From an optimization exercise on the open Yosys and OpenROAD flow, aimed at small area; shortcuts taken in it are not production practice. At most, simulation tests tie the RTL to the original design; equivalence was not proved. Power figures rest on the tool's default switching activity, not on a simulated workload.

red:
## fir_q15
module fir_q15 (
  input  logic               clk,
  input  logic               reset,
  input  logic               in_valid_i,
  output logic               in_ready_o,
  input  logic signed [15:0] in_data_i,
  input  logic               coef_we_i,
  input  logic [3:0]         coef_addr_i,
  input  logic signed [15:0] coef_data_i,
  output logic               coef_err_o,
  output logic               out_valid_o,
  output logic signed [15:0] out_data_o,
  output logic               busy_o
);
  fir_mac_serial u_fir (
    .clk(clk), .reset(reset),
    .in_valid_i(in_valid_i), .in_ready_o(in_ready_o), .in_data_i(in_data_i),
    .coef_we_i(coef_we_i), .coef_addr_i(coef_addr_i), .coef_data_i(coef_data_i),
    .coef_err_o(coef_err_o),
    .out_valid_o(out_valid_o), .out_data_o(out_data_o), .busy_o(busy_o)
  );
endmodule
clock: 10.0 ns
lec_check: 0
cap_margin: 20
core_margin: 2
core_utilization: 40
slew_margin: 20
run.sh (not shown) runs the stock make flow with config.mk's settings and CLKGATE_MAP_FILE= SYNTH_SCRIPT=/design/flow/synth_recipe.tcl, a recipe that flattens the netlist after the stock synthesis.
red finished end to end and its layout was clean on timing, DRC and antenna.
diff inputs: red => blue
Settings: CTS_BUF_LIST: unset -> sky130_fd_sc_hd__clkbuf_16; CORE_UTILIZATION: 40 -> 70; CTS_CLUSTER_SIZE: unset -> 30; CTS_CLUSTER_DIAMETER: unset -> 60.
--- outcome ---
Summary: with red as the reference, average vias per placed instance in blue moved up by more than 10%. First-pass GRT wire length went up by a little under 10% going from red to blue. The final total power in blue was lower than what red gave. blue: full flow OK, the timing, design-rule and antenna checks passed.
Relative to blue, the following input files were edited for green:
Settings: changing CORE_UTILIZATION from 70 to 40; changing CTS_BUF_LIST from sky130_fd_sc_hd__clkbuf_16 to sky130_fd_sc_hd__clkbuf_4; removing CTS_CLUSTER_SIZE (formerly 30); removing CTS_CLUSTER_DIAMETER (formerly 60).
Findings:
The final reports for green and blue show relative area of non-clock buffer cells in the final design lower in the former.
Compared to blue, green was floorplanned on a bigger die.
green vs. blue: setup slack moved up, sequential share of layout area decreased by 5.0 points relative to the old numbers, area added between synthesis and finish went up 8.7 points.
green -> blue: upper clock frequency limit flat
diff inputs: green => orange
Settings: CTS_BUF_LIST changed from sky130_fd_sc_hd__clkbuf_4 to sky130_fd_sc_hd__clkbuf_8; CORE_UTILIZATION changed from 40 to 60; CTS_CLUSTER_SIZE newly set to 15; CTS_CLUSTER_DIAMETER newly set to 60; ABC_AREA newly set to 1.
[summary]
No stage failed in orange, and the final checks on the layout all came back clean.
Changes observed in orange relative to green: cell area after layout lower; post-synthesis compound-gate area fraction shows no meaningful change; number of standard cells after synthesis higher; fraction of the cycle the final worst path needs climbed 1.5 points; total via count in the routed design shows an increase of about 5%.
Clock insertion delay at the later pin of the skew report on orange is down relative to green.
Die area | orange < green
Summary of the comparison: count of inserted antenna diode cells is lower in orange, relative to green.
| number of library cell types mapped by synthesis | lower: orange |
met1 track demand over resource in global routing was lower in the run labelled green.
Compared with green, orange shows a higher minimum period implied by the final worst setup slack.

* * *

## build 17
Another version of the RTL of fir_q15 (not shown whole).
For scale: about 550 flip-flops, roughly 60 I/O pins, roughly 14000 um2 of cells after synthesis.
export LEC_CHECK = 0
export CAP_MARGIN = 20
export CORE_MARGIN = 2
export CORE_UTILIZATION = 60
export SLEW_MARGIN = 20
create_clock -name core_clock -period 10.0 [get_ports {clk}]
standard.sh (not shown) runs the stock make flow with config.mk's settings and CLKGATE_MAP_FILE= SYNTH_SCRIPT=/design/flow/synth_recipe.tcl, a recipe that flattens the netlist after the stock synthesis.
==> flow/flow/run.sh <==
#!/bin/bash
# The standard layout, with the port buffers made from the smallest buffer cell
# and the clock tree built from fewer, larger sink clusters.
set -euo pipefail
export BUFFER_PORTS_ARGS="-buffer_cell sky130_fd_sc_hd__buf_1"
export CTS_ARGS="-sink_clustering_enable -repair_clock_nets -sink_clustering_size 22 -sink_clustering_max_diameter 60 -buf_list sky130_fd_sc_hd__clkbuf_8 -dont_use_dummy_load"
bash standard.sh > standard.log 2>&1
Build 17 was carried through to the last stage, and its layout satisfied the timing, design-rule and antenna checks.
Input changes introduced in build 4 (baseline for comparison: build 17):
==> flow/flow/run.sh <==
#!/bin/bash
# The standard layout, with the port buffers made from the smallest buffer cell
# and the clock tree built from fewer, larger sink clusters.
set -euo pipefail
export BUFFER_PORTS_ARGS="-buffer_cell sky130_fd_sc_hd__buf_1"
export CTS_ARGS="-sink_clustering_enable -repair_clock_nets -sink_clustering_size 24 -sink_clustering_max_diameter 45 -buf_list sky130_fd_sc_hd__clkbuf_8 -dont_use_dummy_load"
bash standard.sh > standard.log 2>&1
## What came out
Via count delta (build 4 − build 17): unfavourable. Re final critical path time including I/O delays and setup: build 17 was lower than build 4. Every run (build 4 and build 17) finished clean. The area growth from synthesis to layout in build 4 was higher than what build 17 gave. In the flow results for build 4 and build 17, the H-tree depth reported by CTS is smaller on build 17. Delta (build 4 minus build 17): internal power now sits higher; core utilization now sits higher; routed wire length now sits higher. Wire length on met3, build 4 and build 17, higher one = build 17. Setup slack in build 4 is smaller than in build 17.
[inputs] build 91 vs build 4
- CTS_BUF_LIST newly set to sky130_fd_sc_hd__clkbuf_8
- PLACE_DENSITY newly set to 0.85
- CORE_UTILIZATION changed from 60 to 70
- CTS_CLUSTER_SIZE newly set to 16
- CTS_CLUSTER_DIAMETER newly set to 60
==> flow/flow/run.sh <==
#!/bin/bash
# The standard layout, with the port buffers made from the smallest buffer cell.
set -euo pipefail
export BUFFER_PORTS_ARGS="-buffer_cell sky130_fd_sc_hd__buf_1"
bash standard.sh > standard.log 2>&1
Relative to build 4, the routed length per placed instance of build 91 is higher by about 11%. Comparing build 4 with build 91, the detailed-routing iteration count for the pre-antenna-repair pass came out essentially unchanged. The post-layout instance area in build 91 was higher than what build 4 gave. In build 91 relative to build 4, number of cells after detailed placement had gone down slightly.

* * *

## run A
fir_q15, a different RTL version from the one above (not shown whole).
Size: ~830 cells after synthesis.
Settings: LEC_CHECK=0, CAP_MARGIN=20, CORE_MARGIN=2, CORE_UTILIZATION=60, SLEW_MARGIN=20; clock period 10.0 ns.
==> flow/flow/run.sh <==
#!/bin/bash
# The standard layout, with the port buffers made from the smallest buffer cell
# and the clock tree built from fewer, larger sink clusters.
set -euo pipefail
export BUFFER_PORTS_ARGS="-buffer_cell sky130_fd_sc_hd__buf_1"
export REMOVE_ABC_BUFFERS=1
export CTS_ARGS="-sink_clustering_enable -repair_clock_nets -sink_clustering_size 20 -sink_clustering_max_diameter 60 -buf_list sky130_fd_sc_hd__clkbuf_8 -dont_use_dummy_load"
bash standard.sh > standard.log 2>&1
What run B does differently from run A at the input level:
diff --git a/flow/flow/run.sh b/flow/flow/run.sh
--- a/flow/flow/run.sh
+++ b/flow/flow/run.sh
@@ -5,3 +5,3 @@
 export BUFFER_PORTS_ARGS="-buffer_cell sky130_fd_sc_hd__buf_1"
-export REMOVE_ABC_BUFFERS=1
+export RECOVER_POWER=100
 export CTS_ARGS="-sink_clustering_enable -repair_clock_nets -sink_clustering_size 20 -sink_clustering_max_diameter 60 -buf_list sky130_fd_sc_hd__clkbuf_8 -dont_use_dummy_load"
==> comparison <==
- As far as met3 track demand over resource in global routing is concerned, run B and run A perform about the same.
- Although it ran to completion, run B produced a layout that fails the final checks because of max-capacitance violations, max-slew violations.
- Run A -> run B: number of stages on the worst setup path delta 0, exact match
- Per the comparison of run B with run A, flip-flop and latch share of the layout cell area climbed 0.36 points; wire length of the first global-routing pass down 2.2%; fmax went down; post-route cell area lower.
- Lower non-clock buffer count was reported by run B, not run A.
- Slew of the pin with the lowest slew margin was higher in run B than in run A.
Edits applied to the flow inputs when going from run B to run C:
- an added CTS_BUF_LIST of sky130_fd_sc_hd__clkbuf_8
- an added CTS_CLUSTER_DIAMETER of 60
- an added CTS_CLUSTER_SIZE of 20
==> flow/run.sh (new file) <==
#!/bin/bash
# synth_recipe.tcl (not shown) runs the flow's synth.tcl, then flattens the netlist and writes it again
# the make line also repeats each setting of config.mk as NAME=value (left out here)
make -C /OpenROAD-flow-scripts/flow DESIGN_CONFIG=/design/flow/config.mk WORK_HOME=/design/flow/orfs CLKGATE_MAP_FILE= SYNTH_SCRIPT=/design/flow/synth_recipe.tcl finish
removed: flow/flow/run.sh
removed: flow/standard.sh
[summary]
Run B had finished all stages when the layout checks came back failing, citing max-capacitance violations, max-slew violations.
Run C completed end to end with timing, DRC and antenna clean.
Run C vs. run B: reported combinational group power went up by 28%; buffer count from post-CTS setup fixing was more or less identical; worst slack on hold paths went up by 0.0072 ns; power went up by 4.7%.
Of run B and run C, run C shows the lower worst setup margin, with run B above it.
In the metrics for run B and run C, the one carrying the higher max-cap violation count is run B.
Cmp run B and run C / time the worst path needs with I/O delays and setup / higher: run C
Looking at clock distribution area overhead in the final layout, run C sits 0.43 points above run B.
On clock-pin transition on the worst setup and hold timing paths, run C tracks run B almost exactly.
Input-level comparison between run D and run C:
- clearing CTS_CLUSTER_DIAMETER, which used to be 60
- clearing CTS_BUF_LIST, which used to be sky130_fd_sc_hd__clkbuf_8
- clearing CTS_CLUSTER_SIZE, which used to be 20
- swapping 60 for 75 in CORE_UTILIZATION
==> flow/flow/run.sh (new file) <==
#!/bin/bash
# The standard layout, with the port buffers made from the smallest buffer cell
# and the clock tree built from fewer, larger sink clusters.
set -euo pipefail
export BUFFER_PORTS_ARGS="-buffer_cell sky130_fd_sc_hd__buf_1"
export CTS_ARGS="-sink_clustering_enable -repair_clock_nets -sink_clustering_size 20 -sink_clustering_max_diameter 60 -buf_list sky130_fd_sc_hd__clkbuf_8 -dont_use_dummy_load"
bash standard.sh > standard.log 2>&1
==> flow/standard.sh (new file) <==
#!/bin/bash
# synth_recipe.tcl (not shown) runs the flow's synth.tcl, then flattens the netlist and writes it again
# the make line also repeats each setting of config.mk as NAME=value (left out here)
make -C /OpenROAD-flow-scripts/flow DESIGN_CONFIG=/design/flow/config.mk WORK_HOME=/design/flow/orfs CLKGATE_MAP_FILE= SYNTH_SCRIPT=/design/flow/synth_recipe.tcl "${@:-finish}"
removed: flow/run.sh
[summary]
Looking at global-route total usage across every layer across run D and run C, the one that comes out lower is run C.
The via count number comes out higher for run D vs run C.
Taking run C as the reference, in run D number of standard cells in the final layout excluding fillers went down by about 5%; fraction of area in non-clock buffers fell by 2.5 points.
| actual slew at the worst max-slew pin | higher: run D |
The wire length of run D exceeds that of run C by about 10%.
From run C to run D the numbers moved as follows: maximum frequency +about 2.6%; worst setup slack moved up; area added between synthesis and finish fell by 3.9 points; final-layout clock-cell area share now sits lower; number of non-clock buffers in the layout decreased 1.

* * *

Another version of the RTL of fir_q15 (not shown whole).
For scale: ~800 cells after synthesis, ~550 flip-flops, roughly 60 I/O pins.
clock: 10.0 ns
lec_check: 0
cap_margin: 20
core_margin: 2
core_utilization: 60
cts_buf_list: sky130_fd_sc_hd__clkbuf_8
cts_cluster_diameter: 60
cts_cluster_size: 20
slew_margin: 20
run.sh (not shown) runs the stock make flow with config.mk's settings and CLKGATE_MAP_FILE= SYNTH_SCRIPT=/design/flow/synth_recipe.tcl, a recipe that flattens the netlist after the stock synthesis.
Stock flow here: none of the scripts above is used.
==> next run, changes <==
==> flow/flow/run.sh (new file) <==
#!/bin/bash
# The standard layout, with the port buffers made from the smallest buffer cell
# and the clock tree built from fewer, larger sink clusters.
set -euo pipefail
export BUFFER_PORTS_ARGS="-buffer_cell sky130_fd_sc_hd__buf_1"
export CTS_ARGS="-sink_clustering_enable -repair_clock_nets -sink_clustering_size 20 -sink_clustering_max_diameter 60 -buf_list sky130_fd_sc_hd__clkbuf_8 -dont_use_dummy_load"
bash standard.sh > standard.log 2>&1
==> flow/standard.sh (new file) <==
#!/bin/bash
# synth_recipe.tcl (not shown) runs the flow's synth.tcl, then flattens the netlist and writes it again
# the make line also repeats each setting of config.mk as NAME=value (left out here)
make -C /OpenROAD-flow-scripts/flow DESIGN_CONFIG=/design/flow/config.mk WORK_HOME=/design/flow/orfs CLKGATE_MAP_FILE= SYNTH_SCRIPT=/design/flow/synth_recipe.tcl "${@:-finish}"
Settings changed: CTS_BUF_LIST sky130_fd_sc_hd__clkbuf_8 to unset, CTS_CLUSTER_DIAMETER 60 to unset, CTS_CLUSTER_SIZE 20 to unset.
removed: flow/run.sh
The new run finished clean.
Cell area fell by 3.7%.
Area after synthesis does not change.
Power fell by 4.8%.
Synthesized cell count does not change.
Wire length fell by 1.1%.
Via count fell by 1.6%.
Setup slack improved by 390 ps.
Register-to-register slack improved by 80 ps.

* * *

Another version of the RTL of fir_q15 (not shown whole).
Size in the first run: ~960 cells after synthesis, ~60 I/O pins, ~0.014 mm^2 of cells after synthesis.
clock: 10.0 ns
lec_check: 0
cap_margin: 20
core_margin: 2
core_utilization: 60
cts_buf_list: sky130_fd_sc_hd__clkbuf_8 sky130_fd_sc_hd__clkbuf_16
cts_cluster_diameter: 80
cts_cluster_size: 18
slew_margin: 20
Stock flow here: none of the scripts above is used.
Next try:
--- a/flow/config.mk
+++ b/flow/config.mk
@@ -10,5 +10,5 @@
 export CORE_UTILIZATION = 60
-export CTS_BUF_LIST = sky130_fd_sc_hd__clkbuf_8 sky130_fd_sc_hd__clkbuf_16
-export CTS_CLUSTER_DIAMETER = 80
-export CTS_CLUSTER_SIZE = 18
+export CTS_BUF_LIST = sky130_fd_sc_hd__clkbuf_8
+export CTS_CLUSTER_DIAMETER = 100
+export CTS_CLUSTER_SIZE = 16
 export SLEW_MARGIN = 20
After rerunning:
- setup slack degrades by 0.0075 ns
- sequential share of layout area increases by 1.7 points
- fmax is about the same
- sequential cell count does not change
- final cell count hardly moves
- critical path depth is unchanged
No functional check of the RTL was part of any run of this note.

* * *

Setup of before:
Another version of the RTL of fir_q15 (not shown whole).
Size in the first run: ~910 cells after synthesis, about 60 I/O pins, about 14,000 µm² of cells after synthesis.
## fir_q15
module fir_q15 (
  input  logic               clk,
  input  logic               reset,
  input  logic               in_valid_i,
  output logic               in_ready_o,
  input  logic signed [15:0] in_data_i,
  input  logic               coef_we_i,
  input  logic [3:0]         coef_addr_i,
  input  logic signed [15:0] coef_data_i,
  output logic               coef_err_o,
  output logic               out_valid_o,
  output logic signed [15:0] out_data_o,
  output logic               busy_o
);
export LEC_CHECK = 0
export CAP_MARGIN = 20
export CORE_MARGIN = 2
export CORE_UTILIZATION = 60
export CTS_BUF_LIST = sky130_fd_sc_hd__clkbuf_8
export CTS_CLUSTER_DIAMETER = 100
export CTS_CLUSTER_SIZE = 16
export SLEW_MARGIN = 20
create_clock -name core_clock -period 10.0 [get_ports {clk}]
Although it ran to completion, before produced a layout that fails the final checks because of setup timing.
Setup changes, before to after
==> flow/flow/run.sh (new file) <==
#!/bin/bash
# The standard layout, with the port buffers made from the smallest buffer cell.
set -euo pipefail
export BUFFER_PORTS_ARGS="-buffer_cell sky130_fd_sc_hd__buf_1"
bash standard.sh > standard.log 2>&1
==> flow/standard.sh (new file) <==
#!/bin/bash
# synth_recipe.tcl (not shown) runs the flow's synth.tcl, then flattens the netlist and writes it again
# the make line also repeats each setting of config.mk as NAME=value (left out here)
make -C /OpenROAD-flow-scripts/flow DESIGN_CONFIG=/design/flow/config.mk WORK_HOME=/design/flow/orfs CLKGATE_MAP_FILE= SYNTH_SCRIPT=/design/flow/synth_recipe.tcl "${@:-finish}"
removed: flow/run.sh
Findings:
[after] flow finished | final checks: failed | reasons: setup timing. Compared to before, the routing of after uses less wire. Between before and after, the register clock-pin slew on the reported worst setup and hold paths figures differ only marginally. Compared with before, after ends up with a smaller final cell area. On count of placed standard cells in the final layout, fillers left out, after tracks before almost exactly. after reports a higher fraction of area in registers than before does. Looking at portion of total power attributed to the clock network across before and after, the one that comes out higher is after. after ended up with a lower final critical-path share of the clock period than before did. before and after ended up with nearly the same total power.
Function was not checked in any run of this note: the RTL went through the layout flow alone.

* * *

oak:
The RTL this note starts from:
==> flow/design.v <==
module fir_mac_serial (
  input  logic               clk,
  input  logic               reset,
  input  logic               in_valid_i,
  output logic               in_ready_o,
  input  logic signed [15:0] in_data_i,
  input  logic               coef_we_i,
  input  logic [3:0]         coef_addr_i,
  input  logic signed [15:0] coef_data_i,
  output logic               coef_err_o,
  output logic               out_valid_o,
  output logic signed [15:0] out_data_o,
  output logic               busy_o
);
  localparam logic [2:0] S_INIT = 3'd0, S_IDLE = 3'd1, S_PEND = 3'd2,
                         S_SPLICE = 3'd3, S_WAIT = 3'd4, S_COMP = 3'd5,
                         S_NEG = 3'd6, S_OUTV = 3'd7;
  logic [2:0]   st;
  logic [7:0]   t;
  logic         cerr;
  logic [255:0] hq;
  logic [15:0]  xq [0:15];
  logic [20:0]  r;
  logic init, idle, pend, splice, wait_s, comp, neg, outv;
  assign init   = (st == S_INIT);
  assign idle   = (st == S_IDLE);
  assign pend   = (st == S_PEND);
  assign splice = (st == S_SPLICE);
  assign wait_s = (st == S_WAIT);
  assign comp   = (st == S_COMP);
  assign neg    = (st == S_NEG);
  assign outv   = (st == S_OUTV);
  logic k15, thd, the, thf;
  assign k15 = (t[3:0] == 4'hf);
  assign thd = (t[7:4] == 4'hd);
  assign the = (t[7:4] == 4'he);
  assign thf = (t[7:4] == 4'hf);
  logic wr_ph, wr, acc;
  assign wr_ph      = thf && (t[3:0] == coef_addr_i);
  assign in_ready_o = idle && (!coef_we_i || wr_ph);
  assign busy_o     = !in_ready_o;
  assign wr         = coef_we_i && in_ready_o;
  assign acc        = in_valid_i && in_ready_o;
  logic mac, shift;
  logic [15:0] xo;
  logic [20:0] rm, add, sum;
  assign mac   = comp || neg;
  assign shift = comp && k15;
  assign rm    = (mac || pend) ? r : 21'd0;
  assign xo    = idle ? in_data_i :
                 ((mac && hq[0]) || splice) ? (xq[0] ^ {16{neg}}) :
                 {1'b0, wait_s, 14'd0};
  assign add   = {{5{xo[15]}}, xo};
  logic [16:0] cy;
  assign cy[0] = neg && hq[0];
  for (genvar b = 0; b < 16; b++) begin : g_add
    assign sum[b]  = rm[b] ^ add[b] ^ cy[b];
    assign cy[b+1] = (rm[b] & add[b]) | (rm[b] & cy[b]) | (add[b] & cy[b]);
  end
  assign sum[20:16] = rm[20:16] + add[20:16] + {4'd0, cy[16]};
  always_ff @(posedge clk) begin
    for (int q = 0; q < 255; q++) hq[q] <= hq[q+1];
    for (int m = 0; m < 15; m++) if (wr) hq[16*m+15] <= coef_data_i[m];
    hq[255] <= wr ? coef_data_i[15] : init ? (t == 8'd0) : hq[0];
    for (int s = 0; s < 15; s++) xq[s] <= xq[s+1];
    xq[15] <= (init || splice) ? r[15:0] : xq[0];
    r <= shift ? {sum[20], sum[20:1]} : sum;
  end
  always_ff @(posedge clk or posedge reset) begin
    if (reset) begin
      st   <= S_INIT;
      t    <= 8'd0;
      cerr <= 1'b0;
    end else begin
      t    <= t + 8'd1;
      cerr <= coef_we_i && !in_ready_o;
      case (st)
        S_INIT:   if (k15 && thf) st <= S_IDLE;
        S_IDLE:   if (acc) st <= S_PEND;
        S_PEND:   if (k15 && thd) st <= S_SPLICE;
        S_SPLICE: if (k15) st <= S_WAIT;
        S_WAIT:   if (k15) st <= S_COMP;
        S_COMP:   if (k15 && the) st <= S_NEG;
        S_NEG:    if (k15) st <= S_OUTV;
        default:  st <= S_IDLE;
      endcase
    end
  end
  logic ovf;
  assign ovf         = !((&r[20:15]) || !(|r[20:15]));
  assign out_data_o  = ovf ? {r[20], {15{!r[20]}}} : r[15:0];
  assign out_valid_o = outv;
  assign coef_err_o  = cerr;
endmodule
module fir_q15 (
  input  logic               clk,
  input  logic               reset,
  input  logic               in_valid_i,
  output logic               in_ready_o,
  input  logic signed [15:0] in_data_i,
  input  logic               coef_we_i,
  input  logic [3:0]         coef_addr_i,
  input  logic signed [15:0] coef_data_i,
  output logic               coef_err_o,
  output logic               out_valid_o,
  output logic signed [15:0] out_data_o,
  output logic               busy_o
);
  fir_mac_serial u_fir (
    .clk(clk), .reset(reset),
    .in_valid_i(in_valid_i), .in_ready_o(in_ready_o), .in_data_i(in_data_i),
    .coef_we_i(coef_we_i), .coef_addr_i(coef_addr_i), .coef_data_i(coef_data_i),
    .coef_err_o(coef_err_o),
    .out_valid_o(out_valid_o), .out_data_o(out_data_o), .busy_o(busy_o)
  );
endmodule
==> flow/config.mk <==
export PLATFORM = sky130hd
export DESIGN_NAME = fir_q15
export DESIGN_NICKNAME = fir_q15
export VERILOG_FILES = /design/flow/design.v
export SDC_FILE = /design/flow/constraint.sdc
export NUM_CORES = 4
export LEC_CHECK = 0
export CAP_MARGIN = 20
export CORE_MARGIN = 2
export CORE_UTILIZATION = 60
export PLACE_DENSITY = 0.75
export SLEW_MARGIN = 20
==> flow/constraint.sdc <==
create_clock -name core_clock -period 10.0 [get_ports {clk}]
set_input_delay 2.0000 -clock core_clock [delete_from_list [all_inputs] [get_ports {clk}]]
set_output_delay 2.0000 -clock core_clock [all_outputs]
set_load 0.01 [all_outputs]
standard.sh (not shown) runs the stock make flow with config.mk's settings and CLKGATE_MAP_FILE= SYNTH_SCRIPT=/design/flow/synth_recipe.tcl, a recipe that flattens the netlist after the stock synthesis.
==> flow/flow/run.sh <==
#!/bin/bash
# The standard layout, with the port buffers made from the smallest buffer cell
# and the clock tree built from fewer, larger sink clusters.
set -euo pipefail
export BUFFER_PORTS_ARGS="-buffer_cell sky130_fd_sc_hd__buf_1"
export CTS_ARGS="-sink_clustering_enable -repair_clock_nets -sink_clustering_size 20 -sink_clustering_max_diameter 60 -buf_list sky130_fd_sc_hd__clkbuf_8 -dont_use_dummy_load"
bash standard.sh > standard.log 2>&1
Input changes introduced in pine (baseline for comparison: oak):
- PLACE_DENSITY removed (was 0.75)
==> flow/flow/run.sh <==
#!/bin/bash
# The standard layout, with the port buffers made from the smallest buffer cell
# and the clock tree built from fewer, larger sink clusters.
set -euo pipefail
export BUFFER_PORTS_ARGS="-buffer_cell sky130_fd_sc_hd__buf_1"
export CTS_ARGS="-sink_clustering_enable -repair_clock_nets -sink_clustering_size 22 -sink_clustering_max_diameter 55 -buf_list sky130_fd_sc_hd__clkbuf_8 -dont_use_dummy_load"
bash standard.sh > standard.log 2>&1
--- outcome ---
Diff pine..oak | count of standard-cell rows | unchanged
On number of well taps, oak and pine are neck and neck.
From oak to pine the numbers moved as follows: layout-stage area growth over the synthesis result shows no meaningful change, worst hold slack shows a reduction of 0.024 ns, total power shows no meaningful change, part of the cycle the worst path needs shows an increase of 0.56 points.

-- port drivers added, routing unchanged --
In the flow no input, the clock included, has a driving cell. The finished layouts below were timed again as built, in two steps. Step 1 assumes that a clkbuf_16 drives the clock port and a buf_2 every other input. Step 2 times the ports against the registers' clock, not the clock port: input delays grow and output delays shrink by t, the midpoint of the rising clock arrivals with the driver on. a / b / c = no drivers / after step 1 / after step 2; a / b = the first two.
| run | t (ns) | setup slack, ns | clock arrival spread, ns | pins driven straight from the clock port |
|---|---|---|---|---|
| red | 0.601 | 4.161 / 4.161 / 4.161 | 0.022 / 0.022 | 1 |
| blue | 0.593 | 4.158 / 4.158 / 4.158 | 0.035 / 0.035 | 1 |
| green | 0.812 | 4.162 / 4.162 / 4.162 | 0.033 / 0.034 | 1 |
| orange | 0.620 | 4.015 / 3.994 / 3.994 | 0.030 / 0.030 | 1 |
| build 17 | 0.619 | 0.331 / 0.348 / -0.271 | 0.084 / 0.084 | 1 |
| build 4 | 0.572 | 0.308 / 0.324 / -0.248 | 0.076 / 0.076 | 1 |
| build 91 | 0.597 | 0.316 / 0.311 / -0.286 | 0.033 / 0.032 | 1 |
| run A | 0.547 | 0.641 / 0.657 / 0.110 | 0.059 / 0.058 | 1 |
| run B | 0.624 | 0.562 / 0.577 / -0.047 | 0.040 / 0.040 | 1 |
| run C | 0.638 | 0.361 / 0.374 / -0.264 | 0.026 / 0.026 | 1 |
| run D | 0.619 | 0.603 / 0.610 / -0.009 | 0.047 / 0.047 | 1 |
| the first run of note 4 | 0.583 | 3.453 / 3.468 / 2.886 | 0.033 / 0.033 | 1 |
| the second run of note 4 | 0.613 | 3.844 / 3.855 / 3.241 | 0.060 / 0.061 | 1 |
| the first run of note 5 | 0.570 | 4.025 / 4.025 / 4.025 | 0.025 / 0.025 | 1 |
| the second run of note 5 | 0.585 | 4.017 / 4.017 / 4.017 | 0.031 / 0.032 | 1 |
| before | 0.593 | -0.050 / -0.050 / -0.610 | 0.031 / 0.031 | 1 |
| after | 0.595 | -0.006 / -0.006 / -0.200 | 0.029 / 0.029 | 1 |
| oak | 0.611 | 0.519 / 0.536 / -0.075 | 0.063 / 0.063 | 1 |
| pine | 0.623 | 0.463 / 0.471 / -0.152 | 0.076 / 0.077 | 1 |
For run C, which loses most, drivers alone change the setup slack by +0.013 ns; drivers and shift together by -0.625 ns.
